Background: an optimization exercise with open tools, aiming at small area. Do not read the settings as production practice.
The RTL was checked by simulation tests, not by an equivalence proof against the original design.
No driver is modelled on the clock port, so clocking that relies on it looks cheaper here than on a real chip.
No activity file was given, so power comes from the tool's default toggle rates.

==> flow/design.v <==
module rf_ao22 (
  input  logic a1, a2, b1, b2,
  output logic y
);
  assign y = (a1 & a2) | (b1 & b2);
endmodule
module rf_aoi222 (
  input  logic a1, a2, b1, b2, c1, c2,
  output logic y
);
  assign y = ~((a1 & a2) | (b1 & b2) | (c1 & c2));
endmodule
module rf_nand2 (
  input  logic a1, a2,
  output logic y
);
  assign y = ~(a1 & a2);
endmodule
module rf_or12n (
  input  logic [11:0] n,
  output logic        y
);
  assign y = ~(&n);
endmodule
module rf_rdbit (
  input  logic [31:0] sel,
  input  logic [31:0] d,
  output logic        y
);
  logic [11:0] n;
  for (genvar k = 0; k < 10; k++) begin : g_t
    rf_aoi222 u_t (
      .a1(sel[3*k+1]), .a2(d[3*k+1]),
      .b1(sel[3*k+2]), .b2(d[3*k+2]),
      .c1(sel[3*k+3]), .c2(d[3*k+3]),
      .y(n[k])
    );
  end
  rf_nand2 u_t10 (.a1(sel[31]), .a2(d[31]), .y(n[10]));
  rf_nand2 u_t11 (.a1(sel[0]),  .a2(d[0]),  .y(n[11]));
  rf_or12n u_or (.n(n), .y(y));
endmodule
module rf_or11n (
  input  logic [10:0] n,
  output logic        y
);
  assign y = ~(&n);
endmodule
module rf_dbgbit (
  input  logic [30:0] sel,
  input  logic [30:0] d,
  output logic        y
);
  logic [10:0] n;
  for (genvar k = 0; k < 10; k++) begin : g_t
    rf_aoi222 u_t (
      .a1(sel[3*k]),   .a2(d[3*k]),
      .b1(sel[3*k+1]), .b2(d[3*k+1]),
      .c1(sel[3*k+2]), .c2(d[3*k+2]),
      .y(n[k])
    );
  end
  rf_nand2 u_t10 (.a1(sel[30]), .a2(d[30]), .y(n[10]));
  rf_or11n u_or (.n(n), .y(y));
endmodule
module rf_and3 (
  input  logic a, b, c,
  output logic y
);
  assign y = a & b & c;
endmodule
module rf_wdec (
  input  logic a, b, an, bn,
  output logic y, yn
);
  assign y  = ~(an | bn);
  assign yn = ~(a & b);
endmodule
module rf_or2 (
  input  logic a, b,
  output logic y
);
  assign y = a | b;
endmodule
module regfile_2r1w_dbg #(
  parameter int unsigned DATA_W = 32,
  parameter int unsigned CNT_W  = 16
) (
  input  logic              clk,
  input  logic              rst_n,
  input  logic              we,
  input  logic [4:0]        waddr,
  input  logic [DATA_W-1:0] wdata,
  input  logic [4:0]        raddr1,
  input  logic [4:0]        raddr2,
  output logic [DATA_W-1:0] rdata1,
  output logic [DATA_W-1:0] rdata2,
  input  logic              dbg_step,
  output logic [4:0]        dbg_idx,
  output logic [DATA_W-1:0] dbg_data,
  output logic [CNT_W-1:0]  wr_cnt
);
  localparam int unsigned AW    = 5;
  localparam int unsigned NREGS = 32;
  logic [DATA_W-1:0] data_q [NREGS];
  logic [DATA_W-1:0] data_d [NREGS];
  logic [NREGS-1:0]  valid_q;
  logic              step_q;
  logic [AW-1:0]     dbg_idx_q;
  logic [CNT_W-1:0]  wr_cnt_q;
  logic              wr_en_c;
  logic [NREGS-1:0]  wsel_c;
  logic [NREGS-1:0]  wseln_c;
  logic [NREGS-1:0]  valid_d;
  logic [NREGS-1:0]  r1sel_c;
  logic [NREGS-1:0]  r2sel_c;
  logic [NREGS-1:0]  dsel_c;
  logic              byp1_c;
  logic              byp2_c;
  logic [3:0]        wlo_c, wlon_c, r1lo_c, r2lo_c, dlo_c;
  logic [7:0]        whi_c, whin_c, r1hi_c, r2hi_c, dhi_c;
  assign wr_en_c = we && (waddr != '0);
  assign byp1_c = we && (waddr == raddr1) && (raddr1 != '0);
  assign byp2_c = we && (waddr == raddr2) && (raddr2 != '0);
  always_comb begin
    for (int j = 0; j < 4; j++) begin
      wlo_c[j]  = we && (waddr[1:0] == 2'(j));
      wlon_c[j] = !wlo_c[j];
      r1lo_c[j] = (raddr1[1:0] == 2'(j)) && !byp1_c;
      r2lo_c[j] = (raddr2[1:0] == 2'(j)) && !byp2_c;
      dlo_c[j]  = (dbg_idx_q[1:0] == 2'(j));
    end
    for (int k = 0; k < 8; k++) begin
      whi_c[k]  = (waddr[4:2] == 3'(k));
      whin_c[k] = !whi_c[k];
      r1hi_c[k] = (raddr1[4:2] == 3'(k));
      r2hi_c[k] = (raddr2[4:2] == 3'(k));
      dhi_c[k]  = (dbg_idx_q[4:2] == 3'(k));
    end
  end
  assign wsel_c[0]  = 1'b0;
  assign wseln_c[0] = 1'b1;
  assign valid_d[0] = 1'b0;
  assign r1sel_c[0] = byp1_c;
  assign r2sel_c[0] = byp2_c;
  assign dsel_c[0]  = 1'b0;   
  for (genvar i = 1; i < NREGS; i++) begin : g_sel
    rf_wdec u_w (
      .a(wlo_c[i % 4]),  .b(whi_c[i / 4]),
      .an(wlon_c[i % 4]), .bn(whin_c[i / 4]),
      .y(wsel_c[i]), .yn(wseln_c[i])
    );
    rf_or2  u_v  (.a(valid_q[i]), .b(wsel_c[i]), .y(valid_d[i]));
    rf_and3 u_r1 (.a(r1lo_c[i % 4]), .b(r1hi_c[i / 4]), .c(valid_q[i]), .y(r1sel_c[i]));
    rf_and3 u_r2 (.a(r2lo_c[i % 4]), .b(r2hi_c[i / 4]), .c(valid_q[i]), .y(r2sel_c[i]));
    rf_and3 u_d  (.a(dlo_c[i % 4]),  .b(dhi_c[i / 4]),  .c(valid_q[i]), .y(dsel_c[i]));
  end
  for (genvar i = 1; i < NREGS; i++) begin : g_reg
    for (genvar b = 0; b < DATA_W; b++) begin : g_bit
      rf_ao22 u_hold (
        .a1(wsel_c[i]),  .a2(wdata[b]),
        .b1(wseln_c[i]), .b2(data_q[i][b]),
        .y(data_d[i][b])
      );
    end
    always_ff @(posedge clk) begin
      data_q[i] <= data_d[i];
    end
  end
  assign data_q[0] = '0;
  always_ff @(posedge clk or negedge rst_n) begin
    if (!rst_n) begin
      valid_q <= '0;
    end else begin
      valid_q <= valid_d;
    end
  end
  always_ff @(posedge clk or negedge rst_n) begin
    if (!rst_n) begin
      step_q    <= 1'b0;
      dbg_idx_q <= '0;
      wr_cnt_q  <= '0;
    end else begin
      step_q    <= dbg_step;
      dbg_idx_q <= dbg_idx_q + AW'(dbg_step && !step_q);
      wr_cnt_q  <= wr_cnt_q + CNT_W'(wr_en_c && (wr_cnt_q != '1));
    end
  end
  for (genvar b = 0; b < DATA_W; b++) begin : g_rd
    logic [NREGS-1:0] col;
    always_comb begin
      col[0] = wdata[b];
      for (int i = 1; i < NREGS; i++) begin
        col[i] = data_q[i][b];
      end
    end
    rf_rdbit  u_r1  (.sel(r1sel_c), .d(col), .y(rdata1[b]));
    rf_rdbit  u_r2  (.sel(r2sel_c), .d(col), .y(rdata2[b]));
    rf_dbgbit u_dbg (.sel(dsel_c[NREGS-1:1]), .d(col[NREGS-1:1]), .y(dbg_data[b]));
  end
  assign dbg_idx = dbg_idx_q;
  assign wr_cnt  = wr_cnt_q;
endmodule
clock: 7.0 ns
lec_check: 0
cap_margin: 20
cell_pad_in_sites_detail_placement: 1
core_margin: 2
core_utilization: 55
place_density_lb_addon: 0.1
setup_slack_margin: 0.1
slew_margin: 20
synth_hierarchical: 1
synth_minimum_keep_size: 0
standard.sh (not shown) runs the stock make flow with config.mk's settings and CLKGATE_MAP_FILE= SYNTH_SCRIPT=/design/flow/synth_recipe.tcl, a recipe that flattens the netlist after the stock synthesis.
==> flow/flow/run.sh <==
#!/bin/bash
# Layout flow: the standard ORFS flow (standard.sh) with three hooks:
#  * prep_place.tcl (before global placement): every input and output port
#    gets a buf_1 port buffer, and the drivers of high-fanout nets are given
#    drive strength 4 (instead of being rebuffered by repair_design);
#  * post_gpl.tcl (after global placement): releases the port buffers for
#    the later repair steps;
#  * post_cts.tcl (after clock tree synthesis): estimates the clock nets from
#    a global route and upsizes the clock buffers whose flip-flop clock pins
#    would see a slew above CLK_SLEW_TARGET.
# Clock tree synthesis uses clkbuf_8 clusters of up to 25 sinks and no dummy
# loads. Each ORFS step writes its own log under orfs/logs/; the make output
# goes to standard.log.
set -o pipefail
F=$(pwd)/flow
export DONT_BUFFER_PORTS=1
export PRE_GLOBAL_PLACE_TCL=$F/prep_place.tcl
export POST_GLOBAL_PLACE_TCL=$F/post_gpl.tcl
export POST_CTS_TCL=$F/post_cts.tcl
export CLK_SLEW_TARGET=0.100
export CTS_ARGS="-sink_clustering_enable -repair_clock_nets -sink_clustering_size 25 -sink_clustering_max_diameter 80 -buf_list sky130_fd_sc_hd__clkbuf_8 -dont_use_dummy_load"
bash standard.sh > standard.log 2>&1
Other scripts of this flow, unchanged in this note and not shown: flow/flow/post_cts.tcl, flow/flow/post_gpl.tcl, flow/flow/prep_place.tcl
Next try:
CORE_UTILIZATION = 45   (was 55)
Global-route usage decreases by 7.9 points; utilization came out lower by 11 points; final area goes up by 0.45%; wire length is higher by 4.2%; synthesized area is unchanged; clock-buffer cell count rises by 3; sequential power hardly moves; maximum frequency goes up by 0.37%; worst setup slack improves by 0.025 ns; via count came out lower by 3.0%; final cell count grows by 4.4%.

[what the ideal ports hide]
The flow's constraints put no driver on any port. The routed layouts listed below were extracted and timed again, unchanged, in two steps.
Step 1: set_driving_cell puts a clkbuf_16 on clk and a buf_2 on each other input, an assumption about the parent block.
Step 2 times the ports against the registers' clock, not the clock port: input delays grow and output delays shrink by t, the midpoint of the rising clock arrivals with the driver on.
Three values: ideal ports, drivers, drivers and shift; two values: the first two.
| run | shift t [ns] | slack for setup (ns) | hold WS [ns] |
|---|---|---|---|
| the first run | 0.790 | 0.303 / 0.276 / 0.276 | 0.497 / 0.497 / 0.497 |
| the second run | 0.835 | 0.328 / 0.300 / 0.300 | 0.527 / 0.527 / 0.527 |
After both steps every run listed still meets setup and hold. For the second run, which loses most, drivers alone change the setup slack by -0.028 ns; drivers and shift together by -0.028 ns.
